Background: an optimization exercise with open tools, aiming at small area and a short achievable clock period. Do not read the settings as production practice. At most, simulation tests tie the RTL to the original design; equivalence was not proved. Power and IR drop assume default switching activity.

==> inputs of 10-17 <==
==> flow/design.v <==
`default_nettype none
package rv_isa_pkg;
    localparam int unsigned XLEN       = 64;
    localparam int unsigned INST_W     = 32;
    localparam int unsigned REG_ADDR_W = 5;
    typedef logic [XLEN-1:0]       xlen_t;
    typedef logic [INST_W-1:0]     inst_t;
    typedef logic [REG_ADDR_W-1:0] reg_addr_t;
    typedef enum logic [6:0] {
        LOAD      = 7'b0000011,
        OP_IMM    = 7'b0010011,
        OP_IMM_32 = 7'b0011011,
        STORE     = 7'b0100011,
        OP        = 7'b0110011,
        OP_32     = 7'b0111011,
        BRANCH    = 7'b1100011
    } opcode_e;
    typedef enum logic [2:0] {
        ADD_SUB = 3'b000,
        SLL     = 3'b001,
        SLT     = 3'b010,
        SLTU    = 3'b011,
        XOR     = 3'b100,
        SR      = 3'b101,    
        OR      = 3'b110,
        AND     = 3'b111
    } alu_funct3_e;
    typedef enum logic [2:0] {
        BEQ  = 3'b000,
        BNE  = 3'b001,
        BLT  = 3'b100,
        BGE  = 3'b101,
        BLTU = 3'b110,
        BGEU = 3'b111
    } branch_funct3_e;
    typedef enum logic [2:0] {
        BYTE   = 3'b000,
        HALF   = 3'b001,
        WORD   = 3'b010,
        DOUBLE = 3'b011,
        BYTE_U = 3'b100,
        HALF_U = 3'b101,
        WORD_U = 3'b110
    } mem_size_e;
    localparam logic [6:0] FUNCT7_BASE = 7'b0000000;
    localparam logic [6:0] FUNCT7_ALT  = 7'b0100000;   
endpackage
`default_nettype wire
`default_nettype none
package ex_stage_pkg;
    localparam int unsigned MEM_CREDITS = 2;
    localparam int unsigned CREDIT_W    = $clog2(MEM_CREDITS + 1);
    typedef logic [CREDIT_W-1:0] credit_cnt_t;
    typedef struct packed {
        logic [31:0] inst;
        logic [63:0] pc;
        logic [63:0] op1;
        logic [63:0] op2;      
        logic [4:0]            rd;
        logic      rd_we;
    } ex_req_t;
    typedef struct packed {
        logic      valid;
        logic [4:0]            rd;
        logic [63:0] data;
    } wb_t;
    typedef struct packed {
        logic  valid;
        logic [63:0] target;
    } redirect_t;
    typedef struct packed {
        logic      valid;
        logic      we;
        logic [2:0]            size;
        logic [63:0] addr;
        logic [63:0] wdata;
        logic [4:0]            rd;       
    } mem_req_t;
endpackage
`default_nettype wire
`timescale 1ns/1ps
`default_nettype none
module ex_stage_top (
    input  logic        clk_i,
    input  logic        rst_n_i,
    input  logic        valid_i,
    input  logic [31:0] inst_i,
    input  logic [63:0] pc_i,
    input  logic [63:0] op1_i,
    input  logic [63:0] op2_i,
    input  logic [4:0]  rd_i,
    input  logic        rd_we_i,
    output logic        ready_o,
    output logic        wb_valid_o,
    output logic [4:0]  wb_rd_o,
    output logic [63:0] wb_data_o,
    output logic        redirect_valid_o,
    output logic [63:0] redirect_target_o,
    output logic        mem_valid_o,
    output logic        mem_we_o,
    output logic [2:0]  mem_size_o,
    output logic [63:0] mem_addr_o,
    output logic [63:0] mem_wdata_o,
    output logic [4:0]  mem_rd_o,
    input  logic        mem_credit_i
);
    logic [6:0]  opcode;
    logic [2:0]  f3;
    logic [6:0]  f7;
    assign opcode = inst_i[6:0];
    assign f3     = inst_i[14:12];
    assign f7     = inst_i[31:25];
    logic is_op, is_op32, is_imm, is_imm32, is_alu, is_w, is_immf;
    logic is_branch, is_load, is_store, is_mem;
    assign is_op     = (opcode == 7'b0110011);
    assign is_op32   = (opcode == 7'b0111011);
    assign is_imm    = (opcode == 7'b0010011);
    assign is_imm32  = (opcode == 7'b0011011);
    assign is_alu    = is_op || is_op32 || is_imm || is_imm32;
    assign is_w      = is_op32 || is_imm32;
    assign is_immf   = is_imm || is_imm32;
    assign is_branch = (opcode == 7'b1100011);
    assign is_load   = (opcode == 7'b0000011) && (f3 != 3'b111);
    assign is_store  = (opcode == 7'b0100011) && !f3[2];
    assign is_mem    = is_load || is_store;
    logic dp_branch, dp_store, dp_mem, dp_immf, dp_w;
    assign dp_branch = inst_i[6];               
    assign dp_store  = !inst_i[6] && inst_i[5] && !inst_i[4];
    assign dp_mem    = !inst_i[4];              
    assign dp_immf   = !inst_i[5];              
    assign dp_w      = inst_i[3];               
    logic f7_base, f7_alt;
    assign f7_base = (f7[6:1] == 6'b000000) && (is_imm || !f7[0]);
    assign f7_alt  = (f7[6:1] == 6'b010000) && (is_imm || !f7[0]);
    logic legal;
    always_comb begin
        case (f3)
            3'b000:  legal = is_immf || f7_base || f7_alt;
            3'b001:  legal = f7_base;
            3'b101:  legal = f7_base || f7_alt;
            default: legal = !is_w && (is_immf || f7_base);
        endcase
    end
    logic c1_q, c2_q;
    logic issue;
    assign ready_o = !is_mem || c1_q;
    assign issue   = valid_i && is_mem && c1_q;
    always_ff @(posedge clk_i) begin
        if (!rst_n_i) begin
            c1_q <= 1'b1;
            c2_q <= 1'b1;
        end else if (issue && !mem_credit_i) begin
            c1_q <= c2_q;
            c2_q <= 1'b0;
        end else if (!issue && mem_credit_i) begin
            c1_q <= 1'b1;
            c2_q <= c1_q;
        end
    end
    logic        sub;
    logic [63:0] imm_s, x_ab, n_ab, ag, ap;
    logic [63:0] cy;           
    logic [63:0] sum;
    assign sub   = dp_branch || (!dp_mem && (f3[2:1] == 2'b01 || (f3 == 3'b000 && !dp_immf && f7[5])));
    assign imm_s = {{52{inst_i[31]}}, inst_i[31:25], inst_i[11:7]};
    assign x_ab  = op1_i ^ op2_i;
    assign n_ab  = op1_i & op2_i;
    logic [63:0] b_sel, b_inv;
    assign b_sel = dp_store ? imm_s : op2_i;
    assign b_inv = b_sel ^ {64{sub}};
    assign ag    = op1_i & b_inv;
    assign ap    = op1_i ^ b_inv;
    logic [64:0] pg_g, pg_p;
    always_comb begin
        pg_g = {ag, sub};
        pg_p = {ap, 1'b0};
        for (int l = 0; l < 7; l++) begin
            for (int i = 0; i < 65; i++) begin
                if (((i + 1) % (2 << l)) == 0) begin
                    pg_g[i] = pg_g[i] | (pg_p[i] & pg_g[i - (1 << l)]);
                    pg_p[i] = pg_p[i] & pg_p[i - (1 << l)];
                end
            end
        end
        for (int l = 5; l >= 0; l--) begin
            for (int i = 0; i < 64; i++) begin
                if (((i + 1) % (2 << l)) == (1 << l) && i >= (2 << l)) begin
                    pg_g[i] = pg_g[i] | (pg_p[i] & pg_g[i - (1 << l)]);
                    pg_p[i] = pg_p[i] & pg_p[i - (1 << l)];
                end
            end
        end
    end
    assign cy  = pg_g[63:0];
    assign sum = ap ^ cy;
    logic lt_u, lt_s, eq;
    assign lt_s = x_ab[63] ? op1_i[63] : sum[63];
    assign lt_u = x_ab[63] ? op2_i[63] : sum[63];
    assign eq   = !(|x_ab);
    logic [5:0]  shamt;
    logic        left, arith, fill;
    logic [63:0] sh_in, sh_out;
    assign shamt = dp_immf ? inst_i[25:20] : op2_i[5:0];
    assign left  = !f3[2];
    assign arith = f7[5];
    assign fill  = arith && (dp_w ? op1_i[31] : op1_i[63]);
    always_comb begin
        for (int i = 0; i < 64; i++) begin
            if (left)                sh_in[i] = op1_i[63-i];
            else if (dp_w && i >= 32) sh_in[i] = fill;
            else                     sh_in[i] = op1_i[i];
        end
    end
    logic [127:0] sh_wide;
    assign sh_wide = {{64{fill && !left}}, sh_in} >> {!dp_w && shamt[5], shamt[4:0]};
    assign sh_out  = sh_wide[63:0];
    logic sel_s, sel_y, sel_p, sel_g, sel_lt;
    logic [63:0] res;
    assign sel_s  = dp_mem || f3 == 3'b000;
    assign sel_y  = !dp_mem && f3[1:0] == 2'b01;
    assign sel_p  = !dp_mem && (f3 == 3'b100 || f3 == 3'b110);
    assign sel_g  = !dp_mem && f3[2:1] == 2'b11;
    assign sel_lt = !dp_mem && f3[2:1] == 2'b01;
    always_comb begin
        res = ({64{sel_s}} & sum) | ({64{sel_y}} & sh_out) |
              ({64{sel_p}} & x_ab) | ({64{sel_g}} & n_ab);
        res[0] = res[0] | (sel_lt && (f3[0] ? lt_u : lt_s));
    end
    logic taken;
    always_comb begin
        case (f3[2:1])
            2'b00:   taken = eq ^ f3[0];
            2'b10:   taken = lt_s ^ f3[0];
            2'b11:   taken = lt_u ^ f3[0];
            default: taken = 1'b0;
        endcase
    end
    logic [12:0] imm_b;
    logic [13:0] t_lo;
    logic        t_sgn, t_en;
    logic [50:0] t_x, t_flip;
    logic [63:0] target;
    assign imm_b = {inst_i[31], inst_i[7], inst_i[30:25], inst_i[11:8], 1'b0};
    assign t_lo  = {1'b0, pc_i[12:0]} + {1'b0, imm_b};
    assign t_sgn = inst_i[31];
    assign t_en  = t_lo[13] ^ t_sgn;
    assign t_x   = pc_i[63:13] ^ {51{t_sgn}};
    logic [51:0] fa;
    always_comb begin
        fa = {t_x, t_en};
        for (int l = 0; l < 6; l++) begin
            for (int i = 0; i < 52; i++) begin
                if (((i + 1) % (2 << l)) == 0) fa[i] = fa[i] & fa[i - (1 << l)];
            end
        end
        for (int l = 4; l >= 0; l--) begin
            for (int i = 0; i < 52; i++) begin
                if (((i + 1) % (2 << l)) == (1 << l) && i >= (2 << l)) fa[i] = fa[i] & fa[i - (1 << l)];
            end
        end
    end
    assign t_flip = fa[50:0];
    assign target = {pc_i[63:13] ^ t_flip, t_lo[12:0]};
    logic [63:0] r_q, w_q;
    logic [4:0]  rd_q;
    logic [2:0]  size_q;
    logic        we_q;
    logic        wb_v_q, br_v_q, mem_v_q;
    logic        rev_q, ext_q;
    always_ff @(posedge clk_i) begin
        if (!rst_n_i) begin
            wb_v_q  <= 1'b0;
            br_v_q  <= 1'b0;
            mem_v_q <= 1'b0;
        end else begin
            wb_v_q  <= valid_i && is_alu && legal && rd_we_i;
            br_v_q  <= valid_i && is_branch && taken;
            mem_v_q <= issue;
        end
        r_q    <= res;
        w_q    <= dp_branch ? target : op2_i;
        rd_q   <= rd_i;
        size_q <= f3;
        we_q   <= opcode[5];
        rev_q  <= f3 == 3'b001;
        ext_q  <= opcode[3];
    end
    assign wb_valid_o        = wb_v_q;
    assign wb_rd_o           = rd_q;
    always_comb begin
        for (int i = 0; i < 64; i++) wb_data_o[i] = rev_q ? r_q[63-i] : r_q[i];
        if (ext_q) wb_data_o[63:32] = {32{wb_data_o[31]}};
    end
    assign redirect_valid_o  = br_v_q;
    assign redirect_target_o = w_q;
    assign mem_valid_o       = mem_v_q;
    assign mem_we_o          = we_q;
    assign mem_size_o        = size_q;
    assign mem_addr_o        = r_q;
    assign mem_rd_o          = rd_q;
    always_comb begin
        case (size_q[1:0])
            2'b00:   mem_wdata_o = {56'd0, w_q[7:0]};
            2'b01:   mem_wdata_o = {48'd0, w_q[15:0]};
            2'b10:   mem_wdata_o = {32'd0, w_q[31:0]};
            default: mem_wdata_o = w_q;
        endcase
    end
endmodule
`default_nettype wire
==> flow/flow/run.sh <==
#!/bin/bash
# standard layout, with plain buf_1 cells as the port buffers and without
# the half/full adder cells (synthesis then leaves adders to abc as gates)
set -euo pipefail
DU=" sky130_fd_sc_hd__probe_p_8 sky130_fd_sc_hd__probec_p_8 sky130_fd_sc_hd__lpflow_bleeder_1 sky130_fd_sc_hd__lpflow_clkbufkapwr_1 sky130_fd_sc_hd__lpflow_clkbufkapwr_16 sky130_fd_sc_hd__lpflow_clkbufkapwr_2 sky130_fd_sc_hd__lpflow_clkbufkapwr_4 sky130_fd_sc_hd__lpflow_clkbufkapwr_8 sky130_fd_sc_hd__lpflow_clkinvkapwr_1 sky130_fd_sc_hd__lpflow_clkinvkapwr_16 sky130_fd_sc_hd__lpflow_clkinvkapwr_2 sky130_fd_sc_hd__lpflow_clkinvkapwr_4 sky130_fd_sc_hd__lpflow_clkinvkapwr_8 sky130_fd_sc_hd__lpflow_decapkapwr_12 sky130_fd_sc_hd__lpflow_decapkapwr_3 sky130_fd_sc_hd__lpflow_decapkapwr_4 sky130_fd_sc_hd__lpflow_decapkapwr_6 sky130_fd_sc_hd__lpflow_decapkapwr_8 sky130_fd_sc_hd__lpflow_inputiso0n_1 sky130_fd_sc_hd__lpflow_inputiso0p_1 sky130_fd_sc_hd__lpflow_inputiso1n_1 sky130_fd_sc_hd__lpflow_inputiso1p_1 sky130_fd_sc_hd__lpflow_inputisolatch_1 sky130_fd_sc_hd__lpflow_isobufsrc_1 sky130_fd_sc_hd__lpflow_isobufsrc_16 sky130_fd_sc_hd__lpflow_isobufsrc_2 sky130_fd_sc_hd__lpflow_isobufsrc_4 sky130_fd_sc_hd__lpflow_isobufsrc_8 sky130_fd_sc_hd__lpflow_isobufsrckapwr_16 sky130_fd_sc_hd__lpflow_lsbuf_lh_hl_isowell_tap_1 sky130_fd_sc_hd__lpflow_lsbuf_lh_hl_isowell_tap_2 sky130_fd_sc_hd__lpflow_lsbuf_lh_hl_isowell_tap_4 sky130_fd_sc_hd__lpflow_lsbuf_lh_isowell_4 sky130_fd_sc_hd__lpflow_lsbuf_lh_isowell_tap_1 sky130_fd_sc_hd__lpflow_lsbuf_lh_isowell_tap_2 sky130_fd_sc_hd__lpflow_lsbuf_lh_isowell_tap_4  sky130_fd_sc_hd__fa_1 sky130_fd_sc_hd__fa_2 sky130_fd_sc_hd__fa_4 sky130_fd_sc_hd__ha_1 sky130_fd_sc_hd__ha_2 sky130_fd_sc_hd__ha_4"
bash standard.sh "BUFFER_PORTS_ARGS=-buffer_cell sky130_fd_sc_hd__buf_1" "DONT_USE_CELLS=$DU" finish > make_finish.log 2>&1
==> flow/standard.sh <==
#!/bin/bash
# synth_recipe.tcl (not shown) runs the flow's synth.tcl, then flattens the netlist and writes it again
# the make line also repeats each setting of config.mk as NAME=value (left out here)
make -C /OpenROAD-flow-scripts/flow DESIGN_CONFIG=/design/flow/config.mk WORK_HOME=/design/flow/orfs CLKGATE_MAP_FILE= SYNTH_SCRIPT=/design/flow/synth_recipe.tcl "${@:-finish}"
==> flow/config.mk <==
export PLATFORM = sky130hd
export DESIGN_NAME = ex_stage_top
export DESIGN_NICKNAME = ex_stage_top
export VERILOG_FILES = /design/flow/design.v
export SDC_FILE = /design/flow/constraint.sdc
export NUM_CORES = 4
export LEC_CHECK = 0
export ABC_AREA = 1
export CAP_MARGIN = 20
export CORE_MARGIN = 2
export CORE_UTILIZATION = 40
export SETUP_SLACK_MARGIN = 3.0
export SLEW_MARGIN = 20
==> flow/constraint.sdc <==
create_clock -name core_clock -period 8.0 [get_ports {clk_i}]
set_input_delay 1.6000 -clock core_clock [delete_from_list [all_inputs] [get_ports {clk_i}]]
set_output_delay 1.6000 -clock core_clock [all_outputs]
set_load 0.01 [all_outputs]
==> 08-27: changes against 10-17 <==
--- a/flow/design.v
+++ b/flow/design.v
@@ -125,7 +125,7 @@
     assign is_mem    = is_load || is_store;
     logic dp_branch, dp_store, dp_mem, dp_immf, dp_w;
     assign dp_branch = inst_i[6];               
-    assign dp_store  = !inst_i[6] && inst_i[5] && !inst_i[4];
+    assign dp_store  = inst_i[5] && !inst_i[4];
     assign dp_mem    = !inst_i[4];              
     assign dp_immf   = !inst_i[5];              
     assign dp_w      = inst_i[3];               
@@ -141,27 +141,31 @@
             default: legal = !is_w && (is_immf || f7_base);
         endcase
     end
-    logic c1_q, c2_q;
+    logic n1_q, c2_q;
     logic issue;
-    assign ready_o = !is_mem || c1_q;
-    assign issue   = valid_i && is_mem && c1_q;
+    logic rd_a, rd_b, rd_c;
+    assign rd_a    = !(inst_i[6] || inst_i[4] || inst_i[3]);
+    assign rd_b    = !inst_i[2] && inst_i[1] && inst_i[0];
+    assign rd_c    = !((f3[2] && f3[1] && f3[0]) || (f3[2] && inst_i[5]));
+    assign ready_o = !(n1_q && rd_a && rd_b && rd_c);
+    assign issue   = valid_i && is_mem && !n1_q;
     always_ff @(posedge clk_i) begin
         if (!rst_n_i) begin
-            c1_q <= 1'b1;
+            n1_q <= 1'b0;
             c2_q <= 1'b1;
         end else if (issue && !mem_credit_i) begin
-            c1_q <= c2_q;
+            n1_q <= !c2_q;
             c2_q <= 1'b0;
         end else if (!issue && mem_credit_i) begin
-            c1_q <= 1'b1;
-            c2_q <= c1_q;
+            n1_q <= 1'b0;
+            c2_q <= !n1_q;
         end
     end
     logic        sub;
     logic [63:0] imm_s, x_ab, n_ab, ag, ap;
     logic [63:0] cy;           
     logic [63:0] sum;
-    assign sub   = dp_branch || (!dp_mem && (f3[2:1] == 2'b01 || (f3 == 3'b000 && !dp_immf && f7[5])));
+    assign sub   = inst_i[30] && inst_i[5] && inst_i[4];    
     assign imm_s = {{52{inst_i[31]}}, inst_i[31:25], inst_i[11:7]};
     assign x_ab  = op1_i ^ op2_i;
     assign n_ab  = op1_i & op2_i;
@@ -193,10 +197,21 @@
     end
     assign cy  = pg_g[63:0];
     assign sum = ap ^ cy;
-    logic lt_u, lt_s, eq;
-    assign lt_s = x_ab[63] ? op1_i[63] : sum[63];
-    assign lt_u = x_ab[63] ? op2_i[63] : sum[63];
-    assign eq   = !(|x_ab);
+    logic [63:0] c_lt, c_eq;
+    logic        lt_u, lt_s, eq;
+    always_comb begin
+        c_lt = ~op1_i & op2_i;
+        c_eq = ~x_ab;
+        for (int l = 0; l < 6; l++) begin
+            for (int i = 0; i < 64; i += (2 << l)) begin
+                c_lt[i + (2 << l) - 1] = c_lt[i + (2 << l) - 1] | (c_eq[i + (2 << l) - 1] & c_lt[i + (1 << l) - 1]);
+                c_eq[i + (2 << l) - 1] = c_eq[i + (2 << l) - 1] & c_eq[i + (1 << l) - 1];
+            end
+        end
+    end
+    assign eq   = c_eq[63];
+    assign lt_u = c_lt[63];
+    assign lt_s = x_ab[63] ? op1_i[63] : lt_u;
     logic [5:0]  shamt;
     logic        left, arith, fill;
     logic [63:0] sh_in, sh_out;
@@ -212,7 +227,7 @@
         end
     end
     logic [127:0] sh_wide;
-    assign sh_wide = {{64{fill && !left}}, sh_in} >> {!dp_w && shamt[5], shamt[4:0]};
+    assign sh_wide = {{64{fill && !left}}, sh_in} >> {!dp_w && shamt[5], shamt[4:1], 1'b0};
     assign sh_out  = sh_wide[63:0];
     logic sel_s, sel_y, sel_p, sel_g, sel_lt;
     logic [63:0] res;
@@ -261,12 +276,21 @@
     end
     assign t_flip = fa[50:0];
     assign target = {pc_i[63:13] ^ t_flip, t_lo[12:0]};
+    logic [63:0] wdata;
+    always_comb begin
+        case (f3[1:0])
+            2'b00:   wdata = {56'd0, op2_i[7:0]};
+            2'b01:   wdata = {48'd0, op2_i[15:0]};
+            2'b10:   wdata = {32'd0, op2_i[31:0]};
+            default: wdata = op2_i;
+        endcase
+    end
     logic [63:0] r_q, w_q;
     logic [4:0]  rd_q;
     logic [2:0]  size_q;
     logic        we_q;
     logic        wb_v_q, br_v_q, mem_v_q;
-    logic        rev_q, ext_q;
+    logic        rev_q, ext_q, sh1_q, fill_q;
     always_ff @(posedge clk_i) begin
         if (!rst_n_i) begin
             wb_v_q  <= 1'b0;
@@ -278,17 +302,21 @@
             mem_v_q <= issue;
         end
         r_q    <= res;
-        w_q    <= dp_branch ? target : op2_i;
+        w_q    <= dp_branch ? target : wdata;
         rd_q   <= rd_i;
         size_q <= f3;
         we_q   <= opcode[5];
         rev_q  <= f3 == 3'b001;
         ext_q  <= opcode[3];
+        sh1_q  <= f3[1:0] == 2'b01 && shamt[0];    
+        fill_q <= fill && !left;
     end
     assign wb_valid_o        = wb_v_q;
     assign wb_rd_o           = rd_q;
+    logic [63:0] wb_sh;
     always_comb begin
-        for (int i = 0; i < 64; i++) wb_data_o[i] = rev_q ? r_q[63-i] : r_q[i];
+        wb_sh = sh1_q ? {fill_q, r_q[63:1]} : r_q;
+        for (int i = 0; i < 64; i++) wb_data_o[i] = rev_q ? wb_sh[63-i] : wb_sh[i];
         if (ext_q) wb_data_o[63:32] = {32{wb_data_o[31]}};
     end
     assign redirect_valid_o  = br_v_q;
@@ -298,13 +326,6 @@
     assign mem_size_o        = size_q;
     assign mem_addr_o        = r_q;
     assign mem_rd_o          = rd_q;
-    always_comb begin
-        case (size_q[1:0])
-            2'b00:   mem_wdata_o = {56'd0, w_q[7:0]};
-            2'b01:   mem_wdata_o = {48'd0, w_q[15:0]};
-            2'b10:   mem_wdata_o = {32'd0, w_q[31:0]};
-            default: mem_wdata_o = w_q;
-        endcase
-    end
+    assign mem_wdata_o       = w_q;
 endmodule
 `default_nettype wire
Settings changed: CTS_BUF_LIST set to sky130_fd_sc_hd__clkbuf_4 sky130_fd_sc_hd__clkbuf_8, SETUP_SLACK_MARGIN 3.0 to 3.8.
==> notes <==
- 10-17 finished clean. 08-27 finished clean.
- Of 10-17 and 08-27, 10-17 has the higher register-to-register slack (gap 0.42 ns).
- Against 08-27, the area after synthesis of 10-17 is smaller by about 3%.
- Of 08-27 and 10-17, 08-27 has the higher utilization (gap 1.3 points).
- Between 08-27 and 10-17, the lower total power is in 08-27 (gap 1.7%, measured against 10-17).
- In 10-17 the hold slack is lower than in 08-27, by 0.012 ns.
- Between 10-17 and 08-27, the lower setup slack is in 10-17 (gap 0.75 ns).
- Between 08-27 and 10-17, the lower die area is in 10-17 (gap 3.1%, measured against 10-17).
- Between 08-27 and 10-17, the lower cell area is in 10-17 (gap about 6%, measured against 10-17).
- Sequential cell count: 08-27 is higher than 10-17 (2).
- Routed wire length: 08-27 is larger than 10-17 (8.2%).
==> figures <==
metric	08-27	10-17
Run status	timing/DRC/antenna clean	timing/DRC/antenna clean
Area growth from synthesis to final layout	18.6%	15.6%
Period utilization	52.6%	62.0%
Detailed-routing wirelength on met1	38.8 mm	37.6 mm
Fraction of the mapped netlist area in compound gates	22.6%	21.4%
Final worst hold slack	0.524 ns	0.513 ns
Die footprint	0.0503 sq mm	0.0488 sq mm
Number of storage elements in the synthesis netlist	146	144
Biggest fanout along the worst timing path	15	45
Number of cells after detailed placement	4423	4459
Count of multi-input gates	2805	2752
Via count of the routed design	26.0k	24.6k
Post-CTS resize count	79	8
Wire length on met2	42.1 mm	40.7 mm
Cell leakage power	10.6 nW	10.5 nW
Global-route wire length before repair	143 mm	133 mm
DIE WIDTH	224 um	221 um
Fraction of power consumed by the clock network	18.7%	22.2%
Setup slack of the most critical reg-to-reg path	6.69 ns	7.11 ns
Number of setup buffers added after CTS	34	2
Metal3 WL	13.4 mm	10.9 mm
Critical Path AT	4.59 ns	5.15 ns
No functional check of the RTL was part of 10-17.

## re-timing with driven ports
How much do the figures lean on ideal ports? The routed layouts below were timed once more, with nothing changed but the port constraints. Step 1 assumes that a clkbuf_16 drives the clock port and a buf_2 every other input. Step 2 adds t to the input delays and takes it off the output delays; t is the mean of the earliest and latest rising clock arrival at the registers after step 1. Input paths then give back, and output paths get back, about the clock's delay inside the block. Three values: ideal, step 1, step 2; two values: the first two.
| run | shift t [ns] | slack for setup (ns) | slew at the worst register clock pin (ns) |
|---|---|---|---|
| 10-17 | 0.538 | 3.037 / 3.074 / 2.536 | 0.08 / 0.08 |
| 08-27 | 0.621 | 3.789 / 3.748 / 3.128 | 0.12 / 0.12 |
After both steps setup and hold are still met in every run listed. For 08-27, which loses most, drivers alone change the setup slack by -0.041 ns; drivers and shift together by -0.661 ns.
